What follows belongs to an exercise in optimizing a design on an open flow for a short achievable clock period, few clock cycles and low power; a production flow would make more cautious choices.
No functional check of the RTL was part of any run shown here.
No activity file was given, so power comes from the tool's default toggle rates.

==> flow/design.v, too long to show whole: its modules and the start of the top module <==
// module mac_lane_sum: 1967 lines
// module mac_vector_engine: 1011 lines
module mac_vector_engine (
  input logic clk,
  input logic reset_n,
  input logic start,
  input logic clear,
  input logic [9:0] vec_len,
  input logic signed [47:0] bias,
  input logic in_valid,
  input logic [35:0] in_a,
  input logic [35:0] in_b,
  input logic out_ready,
  output logic busy,
  output logic in_ready,
  output logic out_valid,
  output logic signed [17:0] out_data,
  output logic signed [47:0] out_acc,
  output logic acc_overflow
);
  // ...
==> flow/run.sh <==
#!/bin/bash
# synth_recipe.tcl (not shown) runs the flow's synth.tcl, then flattens the netlist and writes it again
# the make line also repeats each setting of config.mk as NAME=value (left out here)
make -C /OpenROAD-flow-scripts/flow DESIGN_CONFIG=/design/flow/config.mk WORK_HOME=/design/flow/orfs CLKGATE_MAP_FILE= SYNTH_SCRIPT=/design/flow/synth_recipe.tcl finish
==> flow/config.mk <==
export PLATFORM = sky130hd
export DESIGN_NAME = mac_vector_engine
export DESIGN_NICKNAME = mac_vector_engine
export VERILOG_FILES = /design/flow/design.v
export SDC_FILE = /design/flow/constraint.sdc
export NUM_CORES = 4
export LEC_CHECK = 0
export ABC_CLOCK_PERIOD_IN_PS = 2900
export CAP_MARGIN = 20
export CORE_MARGIN = 2
export CORE_UTILIZATION = 60
export CTS_BUF_LIST = sky130_fd_sc_hd__clkbuf_16
export CTS_CLUSTER_DIAMETER = 70
export CTS_CLUSTER_SIZE = 40
export SETUP_SLACK_MARGIN = 4.2
export SLEW_MARGIN = 20
==> flow/constraint.sdc <==
create_clock -name core_clock -period 7.0 [get_ports {clk}]
set_input_delay 1.4000 -clock core_clock [delete_from_list [all_inputs] [get_ports {clk}]]
set_output_delay 1.4000 -clock core_clock [all_outputs]
set_load 0.01 [all_outputs]
==> results.toml, run 1 <==
[layout]
final-clk-cell-share_pct = 3.763
seq_area_sq_um = 12090
area_delta_synth_final_pct = 13.40
reg_top3 = "u_sum.t1_q (133), u_sum.t2_q (65), res_q (48)"
nMultiInputCombCells = 2287
multiInputGateArea_sq_um = 19940

[detailed_routing]
antenna_left = 0
top_layer_used = "met4"

[floorplan]
die_h_um = 241.0
initial_core_util_pct = 60.91
die_area_sq_um = 58060

[worst_setup_path]
cp_common_cell = "fa_1"
regToRegStartpoint = "one_q[6]"
crit_start = "one_q[6]"

[sta]
fin_skew_ps = 42.74
rsz0062_at_grt = "true"
min_period_ps = 2815
finalSetupTns_ps = 0

[synth]
syn_nets = 3892
avgSynthCellArea_sq_um = 10.04
netlist.area_leader.share_pct = 23.06
synthMuxAreaShare_pct = 1.738

[global_route]
grt_start_max_net_pins = 135

[pwr]
internal_power_mw = 5.444
pwr.group.clock_mw = 2.45
clock_power_share_pct = 29.8
combPwrFrac_pct = 25.9

[place]
place_congestion = 0.9270
placed_area_sq_um = 35790

[run_status]
outcome = "timing/DRC/antenna clean"

[cts]
cts_buffers = 35

[flow_run]
maxCapViolCount = 0
==> run 2: changes to the inputs <==
--- a/flow/design.v
+++ b/flow/design.v
@@ -1987,106 +1987,111 @@
   output logic busy,
   output logic in_ready,
   output logic out_valid,
   output logic signed [17:0] out_data,
   output logic signed [47:0] out_acc,
   output logic acc_overflow
 );
   localparam int NST = 2;    
-  localparam int NC = 3;      
+  localparam int HOLD = 4;  
   logic busy_q, ir_q, pv_q, inf_q, ov_q, nf_q;
   logic [9:0] plen_q, rem_q;
-  logic [NC-1:0] own_q, hb_q;   
-  logic [NC-1:0] st_c, dl_c, hw_c, ho_c;
+  logic [$clog2(HOLD+1)-1:0] hc_q;
+  logic [47:0] bias_q;
   logic res_done;
   wire cur = !nf_q;   
   wire pl0 = plen_q == 10'd0, pl1 = plen_q == 10'd1, pl2 = plen_q == 10'd2;
   wire r1 = rem_q == 10'd1, r2 = rem_q == 10'd2;
   wire pseudo = !cur && pv_q && pl0 && !inf_q;   
   wire [9:0] rem_m1 = (cur ? rem_q : plen_q) - 10'd1;
   wire blast_t = cur ? r1 : pl1;                 
+  wire hc_hi = hc_q > 1;
   wire take = in_valid && ir_q;
   wire pop = ov_q && out_ready;
   wire accept = start && !busy_q;               
   wire vl0 = vec_len == 10'd0, vl1 = vec_len == 10'd1;
   wire infn = inf_q && !pop;
   wire consume = (take && !cur) || pseudo;      
+  wire bfirst = consume;
   wire blast = pseudo || (take && blast_t);
-  wire nf_d = take ? blast_t : nf_q;
   wire nl_t = cur ? (r1 ? (pv_q ? pl1 : (accept && vl1)) : r2) : (!pl1 && pl2);
   wire inf_t = blast_t || infn;
   wire nl_n = cur ? r1 : (pv_q ? pl1 : (accept && vl1));
   wire inf_n = pseudo || infn;
-  assign dl_c = {NC{accept}} & (~own_q | (st_c & ~hb_q));
-  assign hw_c = {NC{accept}} & own_q & ~st_c;
-  assign ho_c = st_c & hb_q;
-  wire hb_next = |(hw_c | (hb_q & ~ho_c));
   always_ff @(posedge clk or negedge reset_n) begin
     if (!reset_n) begin
       busy_q <= 1'b0;
       ir_q <= 1'b0;
       pv_q <= 1'b0;
       inf_q <= 1'b0;
       ov_q <= 1'b0;
       rem_q <= '0;
+      hc_q <= '0;
       nf_q <= 1'b1;
-      own_q <= '0;
-      hb_q <= '0;
     end else begin
-      busy_q <= !clear && (accept || (pv_q && !consume) || (infn && !nf_d) || hb_next);
+      busy_q <= !clear && (accept || pv_q || hc_hi);
       ir_q <= !clear && !(take ? (nl_t && inf_t) : (nl_n && inf_n));
       pv_q <= !clear && (accept || (pv_q && !consume));
       inf_q <= !clear && (blast || infn);
       ov_q <= !clear && (res_done || (ov_q && !pop));
       rem_q <= clear ? '0 : take ? rem_m1 : rem_q;
-      nf_q <= clear || nf_d;
-      own_q <= clear ? '0 : (dl_c | ho_c | (own_q & ~st_c));
-      hb_q <= clear ? '0 : (hw_c | (hb_q & ~ho_c));
+      nf_q <= clear || (take ? blast_t : nf_q);
+      hc_q <= clear ? '0 : consume ? HOLD[$clog2(HOLD+1)-1:0] : hc_q - {{($clog2(HOLD+1)-1){1'b0}}, hc_q != '0};
     end
   end
   always_ff @(posedge clk) begin
-    if (!busy_q) plen_q <= vec_len;
+    if (!busy_q) begin
+      plen_q <= vec_len;
+      bias_q <= bias;
+    end
   end
   logic [35:0] a_q;
   logic [17:0] one_q, two_q, neg_q;
   logic rb_q;
   always_ff @(posedge clk) begin
     a_q <= take ? in_a : '0;
     rb_q <= take;
     for (int l = 0; l < 2; l++)
       for (int i = 0; i < 9; i++) begin
         one_q[l*9+i] <= take && (in_b[l*18+2*i] ^ (i == 0 ? 1'b0 : in_b[l*18+2*i-1]));
         two_q[l*9+i] <= take && (i == 0 ? (in_b[l*18+1] & ~in_b[l*18])
                                : ((in_b[l*18+2*i+1] & ~in_b[l*18+2*i] & ~in_b[l*18+2*i-1]) |
                                   (~in_b[l*18+2*i+1] & in_b[l*18+2*i] & in_b[l*18+2*i-1])));
         neg_q[l*9+i] <= take && in_b[l*18+2*i+1];
       end
   end
-  logic [NST+3:0] vp_q, lp_q;
+  logic [NST:0] fp_q, lp_q;
   always_ff @(posedge clk or negedge reset_n) begin
-    if (!reset_n) begin
-      vp_q <= '0;
-      lp_q <= '0;
-    end else if (clear) begin
-      vp_q <= '0;
-      lp_q <= '0;
-    end else begin
-      vp_q <= {vp_q[NST+3-1:0], take || pseudo};
-      lp_q <= {lp_q[NST+3-1:0], blast};
-    end
+    if (!reset_n) lp_q <= '0;
+    else if (clear) lp_q <= '0;
+    else lp_q <= {lp_q[NST-1:0], blast};
+  end
+  always_ff @(posedge clk) fp_q <= {fp_q[NST-1:0], bfirst};
+  logic [NST:0] vbp_q;
+  logic [3-1:0] vbk_q;
+  always_ff @(posedge clk) begin
+    vbp_q <= {vbp_q[NST-1:0], take};
+    vbk_q <= {vbk_q, vbp_q[NST]};
+  end
+  wire fa_q = fp_q[NST], la_q = lp_q[NST];
+  logic [3-1:0] fk_q, lk_q;
+  always_ff @(posedge clk or negedge reset_n) begin
+    if (!reset_n) lk_q <= '0;
+    else if (clear) lk_q <= '0;
+    else lk_q <= {lk_q, la_q};
   end
+  always_ff @(posedge clk) fk_q <= {fk_q, fa_q};
   wire [47:0] s_t, c_t;
   mac_lane_sum u_sum (.clk(clk), .v_i(rb_q), .a_i(a_q), .one_i(one_q), .two_i(two_q), .neg_i(neg_q), .s_o(s_t), .c_o(c_t));
   logic [47:0] res_q;
   logic ovf_q, rovf_q;
   logic [15:0] acc0_q;
   wire [15:0] x0 = acc0_q;
-  wire st0 = lp_q[NST+1], vb0 = vp_q[NST+1];
-  assign st_c[0] = st0;
+  wire ldn0 = fa_q, st0 = lk_q[0];
   wire [15:0] ps0 = s_t[15:0];
   wire [15:0] pc0 = c_t[15:0];
   wire [15:0] q0_p0 = ps0 ^ pc0;
   wire [15:0] q0_g0 = ps0 & pc0;
   wire [15:0] q0_G0 = {q0_g0[15:1], q0_g0[0] | (q0_p0[0] & 1'b0)};
   wire [15:0] q0_P0 = q0_p0;
   wire [15:0] q0_G1, q0_P1;
   assign q0_G1[0] = q0_G0[0];
@@ -2363,24 +2368,22 @@
   assign k0_P4[14] = k0_P3[14] & k0_P3[6];
   assign k0_G4[15] = k0_G3[15] | (k0_P3[15] & k0_G3[7]);
   assign k0_P4[15] = k0_P3[15] & k0_P3[7];
   wire [16:0] k0_y = {k0_G4[15], k0_p0 ^ {k0_G4[14:0], 1'b0}};
   wire [16:0] y0 = k0_y;
   logic ca1_q;
   always_ff @(posedge clk) ca1_q <= y0[16];
   always_ff @(posedge clk) begin
-    if (dl_c[0] || ho_c[0] || vb0)
-      acc0_q <= dl_c[0] ? bias[15:0] : ho_c[0] ? res_q[15:0] : y0[15:0];
-    if (st0 || hw_c[0]) res_q[15:0] <= st0 ? y0[15:0] : bias[15:0];
+    if (ldn0 || vbk_q[0]) acc0_q <= ldn0 ? bias_q[15:0] : y0[15:0];
+    if (st0) res_q[15:0] <= y0[15:0];
   end
   logic [15:0] acc1_q;
   wire [15:0] x1 = acc1_q;
-  wire st1 = lp_q[NST+2], vb1 = vp_q[NST+2];
-  assign st_c[1] = st1;
+  wire ldn1 = fk_q[0], st1 = lk_q[1];
   logic [15:0] sd1_q [1];
   logic [15:0] cd1_q [1];
   always_ff @(posedge clk) begin
     sd1_q[0] <= s_t[31:16];
     cd1_q[0] <= c_t[31:16];
   end
   wire [15:0] ps1 = sd1_q[0];
   wire [15:0] pc1 = cd1_q[0];
@@ -2663,24 +2666,22 @@
   assign k1_P4[14] = k1_P3[14] & k1_P3[6];
   assign k1_G4[15] = k1_G3[15] | (k1_P3[15] & k1_G3[7]);
   assign k1_P4[15] = k1_P3[15] & k1_P3[7];
   wire [16:0] k1_y = {k1_G4[15], k1_p0 ^ {k1_G4[14:0], ca1_q}};
   wire [16:0] y1 = k1_y;
   logic ca2_q;
   always_ff @(posedge clk) ca2_q <= y1[16];
   always_ff @(posedge clk) begin
-    if (dl_c[1] || ho_c[1] || vb1)
-      acc1_q <= dl_c[1] ? bias[31:16] : ho_c[1] ? res_q[31:16] : y1[15:0];
-    if (st1 || hw_c[1]) res_q[31:16] <= st1 ? y1[15:0] : bias[31:16];
+    if (ldn1 || vbk_q[1]) acc1_q <= ldn1 ? bias_q[31:16] : y1[15:0];
+    if (st1) res_q[31:16] <= y1[15:0];
   end
   logic [15:0] acc2_q;
   wire [15:0] x2 = acc2_q;
-  wire st2 = lp_q[NST+3], vb2 = vp_q[NST+3];
-  assign st_c[2] = st2;
+  wire ldn2 = fk_q[1], st2 = lk_q[2];
   logic [15:0] sd2_q [2];
   logic [15:0] cd2_q [2];
   always_ff @(posedge clk) begin
     sd2_q[0] <= s_t[47:32];
     cd2_q[0] <= c_t[47:32];
     sd2_q[1] <= sd2_q[0];
     cd2_q[1] <= cd2_q[0];
   end
@@ -2961,25 +2962,24 @@
   assign k2_P4[13] = k2_P3[13] & k2_P3[5];
   assign k2_G4[14] = k2_G3[14] | (k2_P3[14] & k2_G3[6]);
   assign k2_P4[14] = k2_P3[14] & k2_P3[6];
   assign k2_G4[15] = k2_G3[15] | (k2_P3[15] & k2_G3[7]);
   assign k2_P4[15] = k2_P3[15] & k2_P3[7];
   wire [16:0] k2_y = {k2_G4[15], k2_p0 ^ {k2_G4[14:0], ca2_q}};
   wire [16:0] y2 = k2_y;
   always_ff @(posedge clk) begin
-    if (dl_c[2] || ho_c[2] || vb2)
-      acc2_q <= dl_c[2] ? bias[47:32] : ho_c[2] ? res_q[47:32] : y2[15:0];
-    if (st2 || hw_c[2]) res_q[47:32] <= st2 ? y2[15:0] : bias[47:32];
+    if (ldn2 || vbk_q[2]) acc2_q <= ldn2 ? bias_q[47:32] : y2[15:0];
+    if (st2) res_q[47:32] <= y2[15:0];
   end
   wire ovf_step = (x2[15] ^ y2[15]) & (x2[15] ^ x2[14]);
+  wire ovf_new = ovf_q | ovf_step;
   always_ff @(posedge clk) begin
-    if (dl_c[2] || ho_c[2]) ovf_q <= 1'b0;
-    else if (vb2) ovf_q <= ovf_q | ovf_step;
-    if (st2) rovf_q <= ovf_q | ovf_step;
+    ovf_q <= !ldn2 && ovf_new;
+    if (st2) rovf_q <= ovf_new;
   end
   assign res_done = st2;
   assign busy = busy_q;
   assign in_ready = ir_q;
   assign out_valid = ov_q;
   assign out_acc = res_q;
   assign out_data = res_q[25:8];
   assign acc_overflow = rovf_q;
==> run 2 against run 1 <==
- still clean
- sequential power grew 12%
- final cell count shrank 5.0%
- wire length shrank 8.6%
- die area grew 1.0%
- via count shrank 7.5%
- utilization shrank 1.8 points
- highest routed layer is now met5
==> results.toml, run 2 <==
[sta]
maxSlewViolCount = 0
hold_violations = 0
finalSetupViolCount = 0
finalCritPeriodShare_pct = 39.37
finalSetupTns_ps = 0
fmax_ghz = 0.3629
slew_headroom_pct = 25.50
rsz0062_at_grt = "true"
min_period_ps = 2756
fin_skew_ps = 41.72
worstMarginPinSlew_ps = 1114

[global_route]
antenna_found_initial = 2
grt_pass1_vias = 23416
grt_first_pass_wirelength_mm = 131.8
grt_usage_pct = 28.44
overflow = 0
grt_use_met2_pct = 45.60
grt_start_max_net_pins = 113
grtUsageMet3_pct = 5.395
grt_use_met1_pct = 39.43
grt-busiest-layer = "met2"

[cts]
cts_htree_levels = 2
clkSlewWorstSetupHoldPaths_ps = 110
cts_tree = "done"
cts.sink_count = 574
clk_latency_ps = 600
cts-hold-fix-buffers = 0
cts_buffers = 35
cts_buffer_depth = 3
root_buffer = "clkbuf_16"

[worst_setup_path]
regToRegStartpoint = "a_q[8]"
crit_start = "a_q[8]"
reg2reg_setup_slack_ps = 4240
crit_fanout = 18
path_class = "flip-flop to flip-flop"
arrival_ps = 3260
required_ps = 7510
crit_path_end_kind = "flip-flop"
worst_setup_path_start_kind = "flip-flop"

[floorplan]
boundaryPins = 206
die_area_sq_um = 58640
initial_core_util_pct = 60.47
rows = 87
coreArea_sq_um = 56280
die_h_um = 242.2
dieWidth_um = 242.2

[pwr]
clock_power_share_pct = 27.3
powerDensity_nw_per_um2 = 227.7
ir_drop_mv = 0.1944
internal_power_mw = 5.819
power_mw = 8.627
switching_power_mw = 2.808
cellLeakagePower_nw = 14.65
combPwrFrac_pct = 25.3
sw_frac_of_total_pct = 32.55
seq_power_share_pct = 47.4

[synth]
yosys_most_used_dff = "dfxtp_1"
ys_warn_count = 6
yosysMostFrequentCell = "dfxtp_1"
netlist-cell-type-count = 76
ys_seq_area_share_pct = 38.70
syn-instance-count = 3163
synth_area_leader_cell = "dfxtp_1"
avgSynthCellArea_sq_um = 10.76
synthesis.area_sq_um = 34030
synth_commonest_cells = "394 x dfxtp_1, 306 x a22oi_1, 293 x fa_1"
synth_enable_flop_cells = 155
synth_area_leaders = "dfxtp_1 23%, fa_1 17%, edfxtp_1 14%"
syn_nets = 3702
synthArstFlopShare_pct = 4.355
netlist.area_leader.share_pct = 23.18
synth_seq_cells = 574

[detailed_routing]
vias = 23184
vias_per_cell = 5.838
drtIter0Drc = 2092
drtPass1Iterations = 6
antenna_left = 0
drcViolationCount = 0
post_drt_wl_per_cell_um = 21.07
wirelength_mm = 83.65

[layout]
top_register = "u_sum.t1_q"
layout-drive-gt1-share_pct = 7.498
area_delta_synth_final_pct = 11.34
layout_common_cells = "319 x dfxtp_1, 302 x a22oi_1, 292 x fa_1"
largest_reg_flops = 133
fin_nets = 3727
final_cell_area_sq_um = 37890
fillers = 4332
reg_top3 = "u_sum.t1_q (133), u_sum.t2_q (65)"
final_common_cell = "dfxtp_1"

[place]
place_hpwl_mm = 60.66
place_congestion = 0.9263
port_buffers = 205
placed_area_sq_um = 36160

[hold_path]
min_path_type = "flip-flop to flip-flop"
hold_start = "u_sum.t2_q[29]"

[run_status]
outcome = "timing/DRC/antenna clean"

[flow_run]
maxCapViolCount = 0
==> run 2: cell types whose count changed in the layout (fill, tap and decap cells not counted), sizes merged, moves of 11 or more <==
cell    change
a21o       -12
a21oi      -24
a31oi      -24
buf        -49
edfxtp     +48
nand2      -47
nand3      -18
nor2       -58
o21ai      -18
xnor2      +11
==> run 2: worst paths after layout <==
path,cells past startpoint,endpoint
hold / removal,0,sd1_q[0][1]
min in group asynchronous,2,rem_q[4]
setup / recovery,7,u_sum.t1_q[56]
max in group asynchronous,2,nf_q
setup reg to reg,7,u_sum.t1_q[56]
hold reg to reg,0,sd1_q[0][1]
==> run 2: metal layers <==
| layer | up-vias | routed length [um] |
|---|---|---|
| met5 | - | 11 |
| met4 | 2 | 2323 |
| met3 | 152 | 6754 |
| met2 | 1019 | 38930 |
| met1 | 11414 | 35630 |
| li1 | 10597 | - |
==> run 2: metrics by stage <==
step	hold WS [ps]	util, %	std cells	worst slack (ps)
after floorplan	309.6	-	3163	4189
after global placement	311.5	64.26	3894	3026
after detailed placement	312.1	64.26	3894	3031
after CTS	331.2	66.82	3962	4150
after global routing	336.5	67.32	3971	4195
final	328.7	67.32	3971	4244
==> run 2: kinds of logic (layout without fill, tap and decap cells) <==
logic type      after synthesis  count (layout)  share of synthesized area, %
fa+ha+maj                   403             403                         21.28
mux                          45              45                         1.449
compound gates              589             589                         12.05
flops                       574             574                         38.70
buf+inv                     509             560                         5.890
simple gates                618             618                         9.656
xor+xnor                    425             425                         10.98
other cells                   0               1                             0
==> run 2: power by group through the flow <==
stage | Combinational [mW] | Clock, mW | Sequential (mW)
after floorplan | 1.58 | 0 | 4.00
after global placement | 2.07 | 0 | 4.17
after detailed placement | 2.13 | 0 | 4.17
after CTS | 2.15 | 2.41 | 4.10
after global routing | 2.45 | 2.54 | 4.12
final | 2.18 | 2.36 | 4.09
==> run 2: timing repair <==
| action | 4_1_cts | 5_1_grt |
|---|---|---|
| gates cloned | 2 | 1 |
| pin swaps | 0 | 1 |
| gates resized for setup | 181 | 65 |
| endpoints found under the setup margin | 183 | 55 |
| setup buffers | 3 | 7 |
==> run 2: area by class of cell <==
type	count	area [sq um]	share of cell area, %
diodes	1	2.502	0.006605
clock inverters	28	387.9	1.024
multi-input cells	2080	18920	49.94
flip-flops and latches	574	13450	35.50
repair buffers	242	2338	6.172
inverters	254	957.2	2.526
repair inverters	1	7.507	0.01982
well taps	756	945.9	2.497
clock buffers	35	875.8	2.312
==> run 2: worst max-delay path, stage by stage, from the launching register on <==
cell and delay, ps:
dfxtp_4 510, a22oi_1 140, xor2_1 180, fa_1 550
fa_1 610, inv_1 80, fa_1 440, and2_1 170

==> afterwards: timing with drivers on the ports <==
In the flow no input, the clock included, has a driving cell. The finished layouts below were timed again as built, in two steps.
Step 1 assumes that a clkbuf_16 drives the clock port and a buf_2 every other input.
Step 2 moves the port delays by t, midway between the first and last clock arrival at a register: inputs arrive t later, outputs are due t later. That takes back most of the time a late clock gives input paths.
Slacks: no drivers / after step 1 / after step 2; pairs: no drivers / after step 1.
| run | t (ns) | slack for setup (ns) | worst setup path after step 2 |
|---|---|---|---|
| run 1 | 0.631 | 4.185 / 4.129 / 3.635 | input to register |
| run 2 | 0.645 | 4.244 / 4.231 / 3.700 | input to register |
After both steps every run listed still meets setup and hold. The setup slack of run 1, which loses most, moves by -0.056 ns with the drivers and by -0.550 ns with both steps.
